Source: an optimization exercise on an open RTL-to-GDS flow (aim: small area). Production flows keep margins and buffers that such runs may drop.
Function was checked by simulation only, so behaviour that the tests miss may differ from the original.
Power figures rest on the tool's default switching activity, not on a simulated workload.

==> config.mk <==
export PLATFORM = sky130hd
export DESIGN_NAME = renameStage
export DESIGN_NICKNAME = renameStage
export VERILOG_FILES = /design/flow/design.v
export SDC_FILE = /design/flow/constraint.sdc
export NUM_CORES = 4
export LEC_CHECK = 0
export CAP_MARGIN = 5
export CORE_MARGIN = 2
export CORE_UTILIZATION = 55
export GPL_TIMING_DRIVEN = 0
export SETUP_SLACK_MARGIN = 0.1
export SLEW_MARGIN = 5
export SYNTH_HIERARCHICAL = 1
==> constraint.sdc <==
create_clock -name core_clock -period 4.0 [get_ports {CLK}]
set_input_delay 0.8000 -clock core_clock [delete_from_list [all_inputs] [get_ports {CLK}]]
set_output_delay 0.8000 -clock core_clock [all_outputs]
set_load 0.01 [all_outputs]
==> design.v <==
package renamePkg;
  localparam int ARCH_REGS = 32;
  localparam int PHYS_REGS = 64;
  localparam int FREE_TAGS = PHYS_REGS - ARCH_REGS;
  localparam int PAYLOAD_WIDTH = 64;
  localparam int ROB_IDX_WIDTH = 6;
  localparam int ARCH_WIDTH = $clog2(ARCH_REGS);
  localparam int TAG_WIDTH = $clog2(PHYS_REGS);
  typedef logic [ARCH_WIDTH-1:0] archReg_t;
  typedef logic [TAG_WIDTH-1:0] physTag_t;
  typedef logic [ROB_IDX_WIDTH-1:0] robIdx_t;
endpackage
module rsAoi21Row #(
  parameter int W = 6
) (
  input  logic         a,
  input  logic [W-1:0] b,
  input  logic [W-1:0] c,
  output logic [W-1:0] y
);
  assign y = ~((b & {W{a}}) | c);
endmodule
module rsAoiRow #(
  parameter int W = 6,
  parameter int L = 3
) (
  input  logic [L*W-1:0] d,
  input  logic [L-1:0]   s,
  output logic [W-1:0]   y
);
  always_comb begin
    for (int b = 0; b < W; b++) begin
      y[b] = 1'b1;
      for (int l = 0; l < L; l++) begin
        y[b] = y[b] & ~(d[W*l + b] & s[l]);
      end
    end
  end
endmodule
module rsOai21Row #(
  parameter int W = 32
) (
  input  logic [W-1:0] a,
  input  logic [W-1:0] b,
  input  logic         c,
  output logic [W-1:0] y
);
  assign y = ~((a | b) & {W{c}});
endmodule
module rsNor2 (
  input  logic a,
  input  logic b,
  output logic y
);
  assign y = ~(a | b);
endmodule
module rsSelect #(
  parameter int K   = 32,
  parameter int W   = 6,
  parameter bit INV = 1'b0
) (
  input  logic [K*W-1:0] d,
  input  logic [K-1:0]   s,
  output logic [W-1:0]   y
);
  localparam int N3 = K / 3;
  localparam int R  = K % 3;
  localparam int NL = N3 + (R > 0);
  logic [W-1:0] l1 [NL];
  for (genvar j = 0; j < N3; j++) begin : g_aoi
    rsAoiRow #(.W(W), .L(3)) u_aoi (.d(d[3*W*j +: 3*W]), .s(s[3*j +: 3]), .y(l1[j]));
  end
  if (R > 0) begin : g_rem
    rsAoiRow #(.W(W), .L(R)) u_aoi (.d(d[K*W-1 -: R*W]), .s(s[K-1 -: R]), .y(l1[N3]));
  end
  always_comb begin
    for (int b = 0; b < W; b++) begin
      y[b] = 1'b1;
      for (int j = 0; j < NL; j++) begin
        y[b] = y[b] & l1[j][b];
      end
      y[b] = INV ? y[b] : ~y[b];
    end
  end
endmodule
module rsDecode #(
  parameter int W      = 6,
  parameter bit USE_EN = 1'b1,
  parameter bit FORCE  = 1'b0
) (
  input  logic           en,
  input  logic           force_,
  input  logic [W-1:0]   a,
  output logic [2**W-1:0] y
);
  localparam int WL = W / 2;
  localparam int WH = W - WL;
  logic [2**WL-1:0] loN;
  logic [2**WH-1:0] hiN;
  always_comb begin
    for (int i = 0; i < 2**WL; i++) loN[i] = ~((en | ~USE_EN) & (a[WL-1:0] == WL'(i)));
    for (int i = 0; i < 2**WH; i++) hiN[i] = ~(a[W-1:WL] == WH'(i));
  end
  if (FORCE) begin : g_force
    logic [2**W-1:0] loX;
    logic [2**W-1:0] hiX;
    for (genvar i = 0; i < 2**W; i++) begin : g_x
      assign loX[i] = loN[i % (2**WL)];
      assign hiX[i] = hiN[i / (2**WL)];
    end
    rsOai21Row #(.W(2**W)) u_oai (.a(loX), .b(hiX), .c(~force_), .y(y));
  end else begin : g_plain
    for (genvar i = 0; i < 2**W; i++) begin : g_out
      rsNor2 u_nor (.a(loN[i % (2**WL)]), .b(hiN[i / (2**WL)]), .y(y[i]));
    end
  end
endmodule
module renameTable (
  input  logic                                        RESET,
  input  logic [6*renamePkg::ARCH_REGS-1:0]           mapN,
  input  renamePkg::archReg_t                         srcArch1,
  input  renamePkg::archReg_t                         srcArch2,
  output renamePkg::physTag_t                         physSrc1,
  output renamePkg::physTag_t                         physSrc2,
  input  logic                                        renameWrite,
  input  renamePkg::archReg_t                         writeArch,
  input  renamePkg::physTag_t                         writeTag,
  input  logic                                        restoreReq,
  input  logic [6*renamePkg::ARCH_REGS-1:0]           restoreMap,
  output logic [6*renamePkg::ARCH_REGS-1:0]           mapNextN,
  output logic [renamePkg::ARCH_REGS-1:0]             mapLoad
);
  localparam int N = renamePkg::ARCH_REGS;
  localparam int W = renamePkg::TAG_WIDTH;
  logic         selRestore;
  logic         loadAll;
  logic [W-1:0] fillZero;    
  logic [W-1:0] fillOne;     
  logic [N-1:0] sel1;
  logic [N-1:0] sel2;
  assign selRestore = RESET & restoreReq;
  assign loadAll    = ~RESET | restoreReq;
  assign fillZero   = (RESET & ~restoreReq) ? writeTag : '0;
  assign fillOne    = ~RESET ? '1 : restoreReq ? '0 : writeTag;
  rsDecode #(.W(5), .FORCE(1'b1)) u_decW (.en(renameWrite), .force_(loadAll), .a(writeArch), .y(mapLoad));
  rsDecode #(.W(5), .USE_EN(1'b0)) u_dec1 (.en(1'b0), .force_(1'b0), .a(srcArch1), .y(sel1));
  rsDecode #(.W(5), .USE_EN(1'b0)) u_dec2 (.en(1'b0), .force_(1'b0), .a(srcArch2), .y(sel2));
  for (genvar i = 0; i < N; i++) begin : g_entry
    logic [W-1:0] fill;
    for (genvar b = 0; b < W; b++) begin : g_bit
      assign fill[b] = ((i >> b) & 1) ? fillOne[b] : fillZero[b];
    end
    rsAoi21Row #(.W(W)) u_next (
      .a(selRestore),
      .b(restoreMap[W*i +: W]),
      .c(fill),
      .y(mapNextN[W*i +: W])
    );
  end
  rsSelect #(.K(N), .W(W), .INV(1'b1)) u_rd1 (.d(mapN), .s(sel1), .y(physSrc1));
  rsSelect #(.K(N), .W(W), .INV(1'b1)) u_rd2 (.d(mapN), .s(sel2), .y(physSrc2));
endmodule
module freeList (
  input  logic [6*renamePkg::PHYS_REGS-1:0] fifoMem,
  input  logic [renamePkg::TAG_WIDTH:0]     rdPtr,
  input  logic [renamePkg::TAG_WIDTH:0]     wrPtr,
  input  logic                              firstPass,
  input  logic                              popReq,
  output renamePkg::physTag_t               headTag,
  output logic                              empty,
  output logic                              doPop,
  output logic                              doPush,
  input  logic                              pushReq,
  output logic                              full,
  output logic [renamePkg::PHYS_REGS-1:0]   slotLoad
);
  localparam int W = renamePkg::TAG_WIDTH;
  localparam int P = renamePkg::PHYS_REGS;
  logic [P-1:0] rdSel;
  assign empty = (wrPtr == rdPtr);
  assign full  = (wrPtr[W-1:0] == rdPtr[W-1:0]) && (wrPtr[W] != rdPtr[W]);
  assign doPop  = popReq && !empty;
  assign doPush = pushReq && !full;
  rsDecode #(.W(W)) u_decW (.en(doPush), .force_(1'b0), .a(wrPtr[W-1:0]), .y(slotLoad));
  rsDecode #(.W(W)) u_decR (.en(!firstPass), .force_(1'b0), .a(rdPtr[W-1:0]), .y(rdSel));
  renamePkg::physTag_t rdData;
  rsSelect #(.K(P), .W(W)) u_rd (.d(fifoMem), .s(rdSel), .y(rdData));
  assign headTag = rdData | (firstPass ? {1'b1, rdPtr[W-2:0]} : '0);
endmodule
module dispatchControl (
  input  logic FREEZE,
  input  logic decodeEmpty,
  input  logic regWrite,
  input  logic link,
  input  logic memRead,
  input  logic memWrite,
  input  logic freeEmpty,
  input  logic iqFull,
  input  logic lsqFull,
  input  logic robFull,
  output logic destNeeded,
  output logic isMem,
  output logic advance
);
  logic targetFull;
  assign destNeeded = regWrite || link;
  assign isMem = memRead || memWrite;
  assign targetFull = isMem ? lsqFull : iqFull;
  assign advance = !FREEZE && !decodeEmpty && !robFull && !targetFull &&
                   !(destNeeded && freeEmpty);
endmodule
module renameStage (
  input  logic                                        CLK,
  input  logic                                        RESET,
  input  logic                                        FREEZE,
  input  logic                                        decodeEmpty,
  output logic                                        decodePop,
  input  logic [4:0]                                  srcArch1,
  input  logic [4:0]                                  srcArch2,
  input  logic [4:0]                                  destArch,
  input  logic                                        regWrite,
  input  logic                                        link,
  input  logic                                        memRead,
  input  logic                                        memWrite,
  input  logic [63:0]                                 payload,
  input  logic                                        iqFull,
  input  logic                                        lsqFull,
  input  logic                                        robFull,
  input  logic [5:0]                                  robTail,
  output logic                                        iqPush,
  output logic                                        lsqPush,
  output logic                                        robPush,
  output logic [94:0]                                 issuePacket,
  input  logic                                        freeReq,
  input  logic [5:0]                                  freeTag,
  output logic                                        freeFull,
  input  logic                                        restoreReq,
  input  logic [191:0]                                restoreMap
);
  localparam int W = renamePkg::TAG_WIDTH;
  localparam int N = renamePkg::ARCH_REGS;
  localparam int P = renamePkg::PHYS_REGS;
  logic [W-1:0] mapN [N];
  logic [W*N-1:0] mapFlatN;
  logic [W*N-1:0] mapNextN;
  logic [N-1:0]   mapLoad;
  logic [W-1:0] fifoMem [P];
  logic [W*P-1:0] fifoFlat;
  logic [P-1:0]   slotLoad;
  logic [W:0]     rdPtr;
  logic [W:0]     wrPtr;
  logic           firstPass;
  renamePkg::physTag_t lastPhys1;
  renamePkg::physTag_t lastPhys2;
  renamePkg::archReg_t lastDest;
  logic                lastDestNeeded;
  logic                lastIsMem;
  logic [63:0]         lastPayload;
  renamePkg::robIdx_t  lastRobTail;
  renamePkg::physTag_t physSrc1;
  renamePkg::physTag_t physSrc2;
  renamePkg::physTag_t headTag;
  renamePkg::physTag_t lastTag;
  logic                freeEmpty;
  logic                doPop;
  logic                doPush;
  logic                destNeeded;
  logic                isMem;
  logic                advance;
  for (genvar i = 0; i < N; i++) begin : g_mapFlat
    assign mapFlatN[W*i +: W] = mapN[i];
  end
  for (genvar i = 0; i < P; i++) begin : g_fifoFlat
    assign fifoFlat[W*i +: W] = fifoMem[i];
  end
  renameTable i_renameTable (
    .RESET      (RESET),
    .mapN       (mapFlatN),
    .srcArch1   (srcArch1),
    .srcArch2   (srcArch2),
    .physSrc1   (physSrc1),
    .physSrc2   (physSrc2),
    .renameWrite(advance && destNeeded),
    .writeArch  (destArch),
    .writeTag   (headTag),
    .restoreReq (restoreReq),
    .restoreMap (restoreMap),
    .mapNextN   (mapNextN),
    .mapLoad    (mapLoad)
  );
  freeList i_freeList (
    .fifoMem  (fifoFlat),
    .rdPtr    (rdPtr),
    .wrPtr    (wrPtr),
    .firstPass(firstPass),
    .popReq   (advance && destNeeded),
    .headTag  (headTag),
    .empty    (freeEmpty),
    .doPop    (doPop),
    .doPush   (doPush),
    .pushReq  (freeReq),
    .full     (freeFull),
    .slotLoad (slotLoad)
  );
  dispatchControl i_dispatchControl (
    .FREEZE     (FREEZE),
    .decodeEmpty(decodeEmpty),
    .regWrite   (regWrite),
    .link       (link),
    .memRead    (memRead),
    .memWrite   (memWrite),
    .freeEmpty  (freeEmpty),
    .iqFull     (iqFull),
    .lsqFull    (lsqFull),
    .robFull    (robFull),
    .destNeeded (destNeeded),
    .isMem      (isMem),
    .advance    (advance)
  );
  assign decodePop = advance;
  for (genvar i = 0; i < N; i++) begin : g_map
    always_ff @(posedge CLK) begin
      if (mapLoad[i]) begin
        mapN[i] <= mapNextN[W*i +: W];
      end
    end
  end
  for (genvar i = 0; i < P; i++) begin : g_slot
    always_ff @(posedge CLK) begin
      if (slotLoad[i]) begin
        fifoMem[i] <= freeTag;
      end
    end
  end
  always_ff @(posedge CLK) begin
    if (!RESET) begin
      rdPtr <= '0;
      wrPtr <= (W+1)'(renamePkg::FREE_TAGS);
      firstPass <= 1'b1;
    end else begin
      if (doPop) begin
        rdPtr <= rdPtr + 1'b1;
        if (rdPtr[W-1:0] == W'(renamePkg::FREE_TAGS - 1)) begin
          firstPass <= 1'b0;
        end
      end
      if (doPush) begin
        wrPtr <= wrPtr + 1'b1;
      end
    end
  end
  always_ff @(posedge CLK) begin
    if (!RESET) begin
      robPush <= 1'b0;
    end else begin
      robPush <= advance;
    end
  end
  always_ff @(posedge CLK) begin
    lastPhys1 <= physSrc1;
    lastPhys2 <= physSrc2;
    lastDest <= destArch;
    lastDestNeeded <= destNeeded;
    lastIsMem <= isMem;
    lastPayload <= payload;
    lastRobTail <= robTail;
    lastTag <= destNeeded ? headTag : '0;
  end
  assign iqPush = robPush && !lastIsMem;
  assign lsqPush = robPush && lastIsMem;
  assign issuePacket = {lastPayload, lastRobTail, lastPhys1, lastPhys2, lastTag,
                        lastDest, lastDestNeeded, lastIsMem};
endmodule
==> flow/run.sh <==
#!/bin/bash
# Standard ORFS layout (the standard.sh, standard synthesis
# unchanged) with buf_1 port buffers and a CTS without dummy loads
# and with larger sink clusters. Each tool's output goes to the
# ORFS logs; make's own output goes to standard.log.
export BUFFER_PORTS_ARGS="-buffer_cell sky130_fd_sc_hd__buf_1"
export CTS_ARGS="-sink_clustering_enable -repair_clock_nets -dont_use_dummy_load -sink_clustering_size 26 -sink_clustering_max_diameter 90"
bash standard.sh > standard.log 2>&1
==> standard.sh <==
#!/bin/bash
# synth_recipe.tcl (not shown) runs the flow's synth.tcl, then flattens the netlist and writes it again
# the make line also repeats each setting of config.mk as NAME=value (left out here)
make -C /OpenROAD-flow-scripts/flow DESIGN_CONFIG=/design/flow/config.mk WORK_HOME=/design/flow/orfs CLKGATE_MAP_FILE= SYNTH_SCRIPT=/design/flow/synth_recipe.tcl "${@:-finish}"
==> results of run 1 <==
==> sequential cells by signal, summed over array words and instances (netlist names) <==
signal          cells
fifoMem           384
firstPass           1
lastDest            5
lastDestNeeded      1
lastIsMem           1
lastPayload        64
lastPhys1           6
lastPhys2           6
lastRobTail         6
lastTag             6
mapN              192
rdPtr               7
robPush             1
wrPtr               7
==> report_power, final <==
part	internal, W	total, W	switching, W	leakage (nW)
Clock	0.00138	0.00342	0.00204	0.382
Sequential	0.00797	0.00809	0.000113	6.19
Combinational	0.000243	0.000790	0.000547	2.45
Total	0.00960	0.0123	0.00270	9.03
==> worst reg2reg max path: stages, from the launching register on <==
cell                        delay, ns
sky130_fd_sc_hd__dfxtp_1         0.83
sky130_fd_sc_hd__xnor2_1         0.13
sky130_fd_sc_hd__nand4_1         0.19
sky130_fd_sc_hd__nor3_1          0.08
sky130_fd_sc_hd__o21a_1          0.12
sky130_fd_sc_hd__a2111oi_2       0.41
sky130_fd_sc_hd__and2_1          0.40
sky130_fd_sc_hd__nand3b_1        0.45
sky130_fd_sc_hd__o21ai_0         1.05
==> worst paths after layout <==
| path | from | to | slack, ns | cells past startpoint |
|---|---|---|---|---|
| worst min-delay path | payload[28] | lastPayload[28] | 0.26 | 1 |
| worst min register to register | firstPass | firstPass | 0.53 | 2 |
| worst max-delay path | wrPtr[4] | mapN[10][1] | -0.04 | 8 |
| worst max register to register | wrPtr[4] | mapN[10][1] | -0.04 | 8 |
==> stage by stage <==
step	total power [W]	setup slack, ns	std cells	util
floorplan	0.00852	0.792	1636	-
global placement	0.00897	-2.42	2638	0.604
detailed placement	0.00900	-0.962	2652	0.610
CTS	0.0123	0.120	2695	0.632
global route	0.0126	-0.143	2700	0.635
finish	0.0123	-0.0406	2700	0.635
==> routing by layer <==
layer / track usage / vias to the layer above
li1: - / 7974
met1: 0.468 / 9336
met2: 0.479 / 1345
met3: 0.100 / 162
met4: 0.0969 / 4
met5: 0 / -
==> area by class of cell <==
class                   count  area share
plain buffers               7     0.00140
clock buffers              31      0.0263
inverters                   8     0.00102
multi-input cells         934       0.218
flip-flops and latches    687       0.662
well taps                 607      0.0257
repair buffers            426      0.0654
==> placed cells by master, fill, tap and decap left out, drive strengths merged, types with 3 or more instances in the layout <==
| master | n |
|---|---|
| edfxtp | 576 |
| buf | 432 |
| a222oi | 246 |
| nor2 | 192 |
| a21oi | 192 |
| dfxtp | 111 |
| nand4 | 61 |
| o21ai | 41 |
| clkbuf | 32 |
| and2 | 23 |
| nand3 | 21 |
| nand3b | 17 |
| or3b | 16 |
| nand2 | 15 |
| nor3 | 14 |
| xnor2 | 13 |
| a22oi | 12 |
| or3 | 10 |
| inv | 8 |
| nand4b | 6 |
| and4 | 6 |
| nor4 | 6 |
| nand4bb | 6 |
| a21o | 5 |
| or2 | 5 |
| nand2b | 4 |
| nor2b | 4 |
| xor2 | 3 |
| a21boi | 3 |
==> timing repair <==
action,in CTS,in global routing
setup buffers,12,5
endpoints found under the setup margin,263,241
resized for setup,38,33
pin swaps,5,10
==> Implementation_results.wiki, run 1 <==
{| class="wikitable"
! Metric !! Value
|-
| Outcome || failed layout checks
|-
| Failed Checks || setup timing
|-
| Detailed-placement wirelength estimate || roughly 60 mm
|-
| Initial antenna violation count || 2
|-
| Maximum clock frequency || 0.247 GHz
|-
| Slew Limit Headroom || 0.235
|-
| Max_cap viols || 0
|-
| Worst Path Arrival || 4.27 ns
|-
| Total CTS buffers || 31
|-
| Hold buffers post-CTS || 0
|-
| Maximum resistive drop on vdd || around 0.00038 V
|-
| Cell at the root of the clock tree || sky130_fd_sc_hd__clkbuf_16
|-
| GP Congestion || between 0.9 and 1
|-
| Pre-Repair DR Iteration Count || 13
|-
| Reg area || 19,500 µm²
|-
| Maximum clock path buffer count || 3
|-
| CORE AREA || 46,500 µm²
|-
| DRC violations left || 0
|-
| Final Setup Violations || 6
|-
| Layout Cell Area excl Fill || 29,500 µm²
|-
| Number of buffers inserted by port buffering || 395
|-
| Crit path buffers/inverters || 0
|-
| Critical path's largest stage delay || 1.05 ns
|-
| Die Height || 221 µm
|-
| Via count || 18,800
|-
| Total global-route track usage || 0.325
|-
| Clock tree from TritonCTS || done
|-
| Final period utilization || 1.01
|-
| Critical path capture point type || register
|-
| Via density per instance || 6.97
|-
| Fraction of final layout cells sized beyond drive strength 1 || 0.0645
|-
| Worst-path clk slew || 0.10 ns
|-
| Classification of the worst-slack hold path || in -> reg
|-
| Diodes inserted || 0
|-
| Overflow left after global routing || 0
|-
| Master of the slowest instance on the critical path || sky130_fd_sc_hd__o21ai_0
|-
| Total length of routed met2 wires || roughly 36 mm
|-
| Routed metal-1 wirelength || 32.0 mm
|-
| Worst-case setup margin in the final layout || -0.0406 ns
|-
| Worst-path maximum fanout || 12
|-
| Number of max-slew violations in the final report || 0
|-
| Final Hold Viols || 0
|-
| DIE WIDTH || between 200 and 250 µm
|-
| Via count of the first global-routing pass || ~18,000
|-
| Setup CP Type || reg -> reg
|-
| Worst Skew || 0.0633 ns
|-
| Synthesis-to-layout area growth || 14.3%
|-
| Multi-input combinational cell area || ~6400 µm²
|-
| Global-route wire length before repair || 114 mm
|-
| Die Outline Area || 48,700 µm²
|-
| Synth Warn # || 19
|-
| Number of DRC violations after detailed-routing iteration 0 || roughly 3,700
|-
| Synthesized area divided by synthesized cell count || approximately 16 µm²
|-
| Power per Cell Area || 417 nW/µm²
|-
| Row Count || 79
|-
| Total nets after synthesis || 1,934
|-
| Setup repair after global routing missed its margin || true
|-
| Starting Density || 0.556
|-
| Synthesized instance count || 1,636
|-
| Sinks on Clock Net || slightly below 700
|-
| Pin count of the biggest net entering global routing || between 70 and 80
|-
| Setup TNS || -0.195 ns
|-
| CP cell instances || xnor2_1 > nand4_1 > nor3_1 > o21a_1 > a2111oi_2 > and2_1 > nand3b_1 > o21ai_0
|-
| FILL cells || about 3,500
|-
| Minimum period implied by the final worst setup slack || between 4 and 5 ns
|-
| DRT Wirelength || 81.7 mm
|-
| Netlist area before placement || roughly 26,000 µm²
|-
| Critical path data required time || 4.23 ns
|-
| Type of origin of the critical path || register
|-
| Highest signal layer in the routed design || met5
|-
| Transition time at the pin with the least slew margin || 1.14 ns
|-
| I/O pin count || 396
|-
| Total leakage power || 9.03 nW
|-
| Final Net Count || 2,393
|-
| Deepest level of the CTS H-tree || 1
|-
| Placed cell area || 28,300 µm²
|-
| Routed wl met3 || 10.9 mm
|-
| Worst-skew pair later-pin latency || 0.62 ns
|-
| Per-cell routed wire length || ~30 µm
|-
| Hold slack final || 0.262 ns
|-
| Dominant delay contributor by cell family on the critical path || compound AO/OA/AOI/OAI gates
|-
| DRT antenna net count || 0
|}
==> inputs of run 2 (changes only) <==
--- a/config.mk
+++ b/config.mk
@@ -9,3 +9,3 @@
 export CORE_MARGIN = 2
-export CORE_UTILIZATION = 55
+export CORE_UTILIZATION = 40
 export GPL_TIMING_DRIVEN = 0
==> Implementation_results.wiki, run 2 <==
{| class="wikitable"
! Metric !! Value
|-
| Final Net Count || 2,395 (+0.084%)
|-
| Power per Cell Area || 419 nW/µm² (+0.42%)
|-
| Via count of the first global-routing pass || 18,100 (+3.1%)
|-
| Maximum clock path buffer count || 3 (unchanged)
|-
| Setup TNS || 0 ns (+0.195 ns)
|-
| Flip-flop count of the largest register after layout || 384 (unchanged)
|-
| Synthesized area divided by synthesized cell count || 15.8 µm² (unchanged)
|-
| Critical path data required time || 4.38 ns (+0.15 ns)
|-
| DRT antenna net count || 0 (unchanged)
|-
| Synth Warn # || 19 (unchanged)
|-
| Global-route wire length before repair || 117 mm (+2.7%)
|-
| Slew Limit Headroom || 0.289 (+0.0546)
|-
| Maximum resistive drop on vdd || 0.000289 V (-23%)
|-
| End point of the critical path || mapN[4][4]
|-
| Pin count of the biggest net entering global routing || 105 (+44%)
|-
| Die Outline Area || 66,600 µm² (+37%)
|-
| Worst-case setup margin in the final layout || 0.199 ns (+0.239 ns)
|-
| Number of max-slew violations in the final report || 0 (unchanged)
|-
| Starting Density || 0.403 (-0.153)
|-
| DIE WIDTH || 258 µm (+17%)
|-
| Total global-route track usage || 0.236 (-0.0887)
|-
| Final Hold Viols || 0 (unchanged)
|-
| Initial antenna violation count || 7 (+5)
|-
| Classification of the worst-slack hold path || in -> reg
|-
| Worst-path maximum fanout || 16 (+4)
|-
| DRC violations left || 0 (unchanged)
|-
| Worst Skew || 0.0495 ns (-0.0137 ns)
|-
| DRT Wirelength || 82.2 mm (+0.64%)
|-
| R2R Path End || mapN[4][4]
|-
| Setup repair after global routing missed its margin || true
|-
| Final period utilization || 0.950 (-0.0598)
|-
| Worst r2r path cells || 11 (+3)
|-
| Total nets after synthesis || 1,934 (unchanged)
|-
| Number of buffers inserted by port buffering || 395 (unchanged)
|-
| Total leakage power || 9.06 nW (+0.38%)
|-
| Worst-skew pair later-pin latency || 0.59 ns (-0.03 ns)
|-
| Row Count || 93 (+18%)
|-
| Final Setup Violations || 0 (-6)
|-
| Via density per instance || 6.35 (-8.9%)
|-
| CORE AREA || 64,100 µm² (+38%)
|-
| Maximum clock frequency || 0.263 GHz (+6.3%)
|-
| Most common cell after layout, fill and taps aside || sky130_fd_sc_hd__edfxtp_1
|-
| Overflow left after global routing || 0 (unchanged)
|-
| Pre-Repair DR Iteration Count || 13 (unchanged)
|-
| Worst hold path startpoint || payload[18]
|-
| Via count || 18,800 (-0.27%)
|-
| Die Height || 258 µm (+17%)
|-
| Layout Cell Area excl Fill || 29,900 µm² (+1.4%)
|-
| Placed cell area || 28,700 µm² (+1.2%)
|-
| Worst reg2reg setup slack || 0.20 ns (+0.24 ns)
|-
| Pre-CTS setup slack || -0.712 ns (+0.250 ns)
|-
| Detailed-placement wirelength estimate || 58.3 mm (-0.50%)
|-
| Commonest cells after routing, fill and taps aside || sky130_fd_sc_hd__edfxtp_1, sky130_fd_sc_hd__buf_1, sky130_fd_sc_hd__a222oi_1
|-
| Synthesis-to-layout area growth || 15.9%
|-
| Outcome || finished clean
|-
| Deepest level of the CTS H-tree || 2 (+1)
|-
| Clock tree from TritonCTS || done
|-
| I/O pin count || 396 (unchanged)
|-
| Cell at the root of the clock tree || sky130_fd_sc_hd__clkbuf_16
|-
| Setup CP Type || reg -> reg
|-
| Max_cap viols || 0 (unchanged)
|-
| Minimum period implied by the final worst setup slack || 3.80 ns (-0.239 ns)
|-
| Biggest register || fifoMem
|-
| Synthesized instance count || 1,636 (unchanged)
|-
| Final Core Density || 0.466 (-0.168)
|-
| Worst-path clk slew || 0.09 ns (about the same)
|-
| Sinks on Clock Net || 687 (unchanged)
|-
| Type of origin of the critical path || register
|-
| Transition time at the pin with the least slew margin || 1.06 ns (-0.0755 ns)
|-
| Critical path capture point type || register
|-
| Registers with the most flip-flops || fifoMem x384, mapN x192, lastPayload x64
|-
| Total CTS buffers || 34 (+9.7%)
|-
| Fraction of final layout cells sized beyond drive strength 1 || 0.0697 (+0.00519)
|-
| Timing startpoint of the critical path || firstPass
|-
| Worst Path Arrival || 4.18 ns (-0.09 ns)
|-
| Startpoint of the most critical register-to-register path || firstPass
|-
| Number of DRC violations after detailed-routing iteration 0 || 3,339 (-9.4%)
|-
| Per-cell routed wire length || 27.8 µm (-8.1%)
|-
| GP Congestion || 1.00 (about the same)
|-
| Netlist area before placement || 25,800 µm² (unchanged)
|}
==> run 2: through the flow <==
step | hold WS, ns | instances | power [W]
after floorplan | 0.493 | 1636 | 0.00852
after global placement | 0.511 | 2886 | 0.00897
after detailed placement | 0.534 | 2901 | 0.00901
after CTS | 0.270 | 2947 | 0.0126
after global routing | 0.283 | 2953 | 0.0129
final | 0.313 | 2956 | 0.0125
==> run 2: how the worst min path moves through the flow <==
stage,end,slack (ns),depth (start not counted)
final,lastPayload[18],0.31,1
after global routing,lastPayload[18],0.28,1
after CTS,lastPayload[1],0.27,1
after detailed placement,wrPtr[6],0.53,2
after global placement,wrPtr[6],0.51,2
after floorplan,wrPtr[6],0.49,2
==> run 2: critical path, cell delays in order, from the launching register on <==
cell and delay [ns]:
sky130_fd_sc_hd__dfxtp_2 0.44, sky130_fd_sc_hd__clkinvlp_4 0.12, sky130_fd_sc_hd__buf_4 0.17, sky130_fd_sc_hd__or4b_4 0.33, sky130_fd_sc_hd__nor2_1 0.14, sky130_fd_sc_hd__a222oi_1 0.47, sky130_fd_sc_hd__nand4_1 0.37, sky130_fd_sc_hd__nor4_4 0.46
sky130_fd_sc_hd__nand4_1 0.19, sky130_fd_sc_hd__a21o_1 0.24, sky130_fd_sc_hd__and2_2 0.34, sky130_fd_sc_hd__a21oi_1 0.30
==> run 2: final cells by class <==
| class | count | area (µm²) |
|---|---|---|
| fillers | 5664 | 34200 |
| inverters | 8 | 33.8 |
| clock buffers | 34 | 851 |
| diodes | 6 | 15.0 |
| multi-input cells | 934 | 6440 |
| repair buffers | 425 | 1930 |
| plain buffers | 7 | 41.3 |
| flip-flops and latches | 687 | 19500 |
| well taps | 855 | 1070 |
==> run 2: report_power, final <==
group / internal [W] / total (W) / switching, W
clock: 0.00153 / 0.00365 / 0.00212
combinational: 0.000243 / 0.000785 / 0.000542
sequential: 0.00798 / 0.00809 / 0.000115
==> run 2: layer usage <==
layer,GRT usage,vias to the layer above,share of wire
met5,0,-,0.00033
met4,0.103,4,0.045
met3,0.0524,209,0.11
met2,0.360,1279,0.45
met1,0.326,9306,0.39
li1,-,7973,-
==> run 2: timing repair <==
item,CTS,global route
pin swaps,1,11
hold buffers,0,0
setup buffers,12,3
resized for setup,50,29
setup endpoints to repair,307,204
hold endpoints to repair,0,0
==> inputs of run 3 (changes only) <==
==> flow/run.sh (replaced) <==
#!/bin/bash
# Standard ORFS layout (the standard.sh, standard synthesis
# unchanged) with buf_1 port buffers and a CTS without dummy loads
# and built from clkbuf_8. Each tool's output goes to the
# ORFS logs; make's own output goes to standard.log.
export BUFFER_PORTS_ARGS="-buffer_cell sky130_fd_sc_hd__buf_1"
export CTS_ARGS="-sink_clustering_enable -repair_clock_nets -dont_use_dummy_load -buf_list sky130_fd_sc_hd__clkbuf_8 -sink_clustering_size 16 -sink_clustering_max_diameter 70"
bash standard.sh > standard.log 2>&1
==> Implementation_results.wiki, run 3 <==
{| class="wikitable"
! Metric !! Value
|-
| Outcome || finished clean
|-
| Startpoint of the most critical register-to-register path || firstPass
|-
| Registers with the most flip-flops || fifoMem x384, mapN x192, lastPayload x64
|-
| Routed wl met3 || 9.97 mm (+5.6%)
|-
| Routed metal-1 wirelength || 32.3 mm (+0.29%)
|-
| Final Hold Viols || 0 (unchanged)
|-
| Pin count of the biggest net entering global routing || 105 (unchanged)
|-
| Worst-path maximum fanout || 14 (-2)
|-
| Crit path buffers/inverters || 4 (+2)
|-
| Netlist area before placement || 25,800 µm² (unchanged)
|-
| Fraction of final layout cells sized beyond drive strength 1 || 0.0796 (+0.00993)
|-
| DIE WIDTH || 258 µm (unchanged)
|-
| Worst-path clk slew || 0.09 ns (about the same)
|-
| Total length of routed met2 wires || 37.0 mm (+0.63%)
|-
| Via count of the first global-routing pass || 18,200 (+0.73%)
|-
| Deepest level of the CTS H-tree || 2 (unchanged)
|-
| Cell at the root of the clock tree || sky130_fd_sc_hd__clkbuf_8
|-
| Via count || 18,900 (+0.89%)
|-
| CP cell instances || clkinvlp_4 > buf_4 > or4b_4 > nor2_1 > a222oi_1 > nand4_1 > nor4_4 > nand4_1 > a21o_1 > inv_1 > o21ai_2 > buf_8 > a21oi_1
|-
| Clock tree from TritonCTS || done
|-
| Transition time at the pin with the least slew margin || 0.996 ns (-0.0642 ns)
|-
| Highest signal layer in the routed design || met5
|-
| Critical path data required time || 4.47 ns (+0.09 ns)
|-
| Total leakage power || 9.00 nW (-0.69%)
|-
| Maximum clock frequency || 0.261 GHz (-0.70%)
|-
| Synth Warn # || 19 (unchanged)
|-
| Synthesized instance count || 1,636 (unchanged)
|-
| Global-route wire length before repair || 118 mm (+0.58%)
|-
| Final period utilization || 0.957 (+0.00669)
|-
| Type of origin of the critical path || register
|-
| Classification of the worst-slack hold path || in -> reg
|-
| Sinks on Clock Net || 687 (unchanged)
|-
| Worst hold path startpoint || payload[18]
|-
| Die Height || 258 µm (unchanged)
|-
| Most frequent CP cell || sky130_fd_sc_hd__nand4_1
|-
| DRC violations left || 0 (unchanged)
|-
| Detailed-placement wirelength estimate || 58.3 mm (unchanged)
|-
| Final Net Count || 2,410 (+0.63%)
|-
| Worst-skew pair later-pin latency || 0.70 ns (+0.11 ns)
|-
| Total CTS buffers || 51 (+50%)
|-
| Commonest cells after routing, fill and taps aside || sky130_fd_sc_hd__edfxtp_1, sky130_fd_sc_hd__buf_1, sky130_fd_sc_hd__a222oi_1
|-
| Synthesized area divided by synthesized cell count || 15.8 µm² (unchanged)
|-
| Dominant delay contributor by cell family on the critical path || simple AND/OR/NAND/NOR gates
|-
| DRT antenna net count || 0 (unchanged)
|-
| Setup CP Type || reg -> reg
|-
| Overflow left after global routing || 0 (unchanged)
|-
| Total nets after synthesis || 1,934 (unchanged)
|-
| Minimum period implied by the final worst setup slack || 3.83 ns (+0.0268 ns)
|-
| Number of buffers inserted by port buffering || 395 (unchanged)
|-
| Critical path's largest stage delay || 0.46 ns (about the same)
|-
| DRT Wirelength || 83.0 mm (+0.96%)
|-
| Initial antenna violation count || 8 (+1)
|-
| Final Setup Violations || 0 (unchanged)
|-
| Most common cell after layout, fill and taps aside || sky130_fd_sc_hd__edfxtp_1
|-
| Setup repair after global routing missed its margin || false
|-
| Timing startpoint of the critical path || firstPass
|-
| Power per Cell Area || 409 nW/µm² (-2.3%)
|-
| Critical path capture point type || register
|-
| Flip-flop count of the largest register after layout || 384 (unchanged)
|-
| PnR Total Power || 0.0122 W (-2.7%)
|-
| Slew Limit Headroom || 0.332 (+0.0430)
|-
| Total global-route track usage || 0.238 (+0.00163)
|-
| Pre-Repair DR Iteration Count || 15 (+2)
|-
| Max_cap viols || 0 (unchanged)
|-
| GP Congestion || 1.00 (unchanged)
|-
| Master of the slowest instance on the critical path || sky130_fd_sc_hd__nor4_4
|-
| Worst Path Arrival || 4.29 ns (+0.11 ns)
|-
| I/O pin count || 396 (unchanged)
|-
| Number of max-slew violations in the final report || 0 (unchanged)
|-
| Maximum resistive drop on vdd || 0.000350 V (+21%)
|-
| Starting Density || 0.403 (unchanged)
|-
| Die Outline Area || 66,600 µm² (unchanged)
|-
| Per-cell routed wire length || 27.9 µm (+0.42%)
|-
| Synthesis-to-layout area growth || 15.3%
|-
| Worst Skew || 0.0543 ns (+0.00479 ns)
|-
| Row Count || 93 (unchanged)
|-
| Via density per instance || 6.37 (+0.35%)
|-
| Number of DRC violations after detailed-routing iteration 0 || 3,330 (-0.27%)
|-
| Pre-CTS setup slack || -0.712 ns (unchanged)
|-
| CORE AREA || 64,100 µm² (unchanged)
|-
| Maximum clock path buffer count || 3 (unchanged)
|-
| Biggest register || fifoMem
|-
| Worst-case setup margin in the final layout || 0.172 ns (-0.0268 ns)
|}
[run 3: worst paths after layout]
kind / cells after the start / slack, ns / to
setup reg to reg: 13 / 0.17 / mapN[20][4]
hold reg to reg: 2 / 0.53 / firstPass
hold / removal: 1 / 0.19 / lastPayload[18]
setup / recovery: 13 / 0.17 / mapN[20][4]
[run 3: routing by layer]
| metal | vias to the layer above | track usage |
|---|---|---|
| met5 | - | 0 |
| met4 | 6 | 0.103 |
| met3 | 212 | 0.0596 |
| met2 | 1313 | 0.360 |
| met1 | 9412 | 0.326 |
| li1 | 7995 | - |
[run 3: through the flow]
stage               instance area, µm²   util  hold slack (ns)  TNS (ns)  cells
floorplan                        25800      -            0.493         0   1636
CTS                              29600  0.462            0.130    -0.478   2962
detailed placement               28700  0.447            0.534    -73.18   2901
global placement                 28400  0.442            0.511   -221.03   2886
global route                     29800  0.464            0.142         0   2969
finish                           29800  0.464            0.194         0   2972
[run 3: repair_timing]
action                                  CTS  global route
pin swaps                                 1            13
setup buffers                            10             3
endpoints found under the setup margin  347           221
hold buffers                              0             0
gates resized for setup                  52            35
[run 3: power breakdown]
part / internal, W / switching (W)
Sequential: 0.00797 / 0.000115
Clock: 0.00114 / 0.00216
Combinational: 0.000244 / 0.000546
[run 3: cell type report]
| type | count | area [µm²] |
|---|---|---|
| antenna | 7 | 17.5 |
| buffer | 7 | 41.3 |
| clock buffer | 51 | 702 |
| fill | 5700 | 34400 |
| inverter | 8 | 33.8 |
| multi-input combinational | 934 | 6470 |
| sequential | 687 | 19500 |
| tap | 855 | 1070 |
| timing repair buffer | 423 | 1900 |
[run 3: worst register-to-register path: stages, from the launching register on]
cell and delay, ns:
sky130_fd_sc_hd__dfxtp_4 0.41, sky130_fd_sc_hd__clkinvlp_4 0.08, sky130_fd_sc_hd__buf_4 0.18, sky130_fd_sc_hd__or4b_4 0.35
sky130_fd_sc_hd__nor2_1 0.17, sky130_fd_sc_hd__a222oi_1 0.44, sky130_fd_sc_hd__nand4_1 0.39, sky130_fd_sc_hd__nor4_4 0.47
sky130_fd_sc_hd__nand4_1 0.19, sky130_fd_sc_hd__a21o_1 0.24, sky130_fd_sc_hd__inv_1 0.09, sky130_fd_sc_hd__o21ai_2 0.11
sky130_fd_sc_hd__buf_8 0.24, sky130_fd_sc_hd__a21oi_1 0.26

==> static timing again, ports no longer ideal <==
No port has a modelled driver above. Below, the same layouts with a new extraction and two added sets of constraints. Step 1 (the two cells are an assumption about what drives the block):
set clk [get_ports {CLK}]
set_driving_cell -lib_cell sky130_fd_sc_hd__clkbuf_16 $clk
set_driving_cell -lib_cell sky130_fd_sc_hd__buf_2 [delete_from_list [all_inputs] $clk]
Step 2 also shifts input and output timing later by t, the mid clock arrival at the registers, as if the neighbouring blocks saw the same clock. a / b / c = ideal / step 1 / step 2; a / b = the first two.
run | shift t [ns] | setup slack, ns | clock arrival spread, ns | slew at the worst register clock pin (ns) | worst data-port slew with drivers (ns)
run 1 | 0.647 | -0.041 / -0.041 / -0.041 | 0.066 / 0.066 | 0.11 / 0.11 | 0.09
run 2 | 0.628 | 0.199 / 0.199 / 0.199 | 0.050 / 0.050 | 0.11 / 0.11 | 0.11
run 3 | 0.732 | 0.172 / 0.171 / 0.171 | 0.056 / 0.056 | 0.11 / 0.11 | 0.12
For run 3, which loses most, drivers alone change the setup slack by -0.001 ns; drivers and shift together by -0.001 ns.
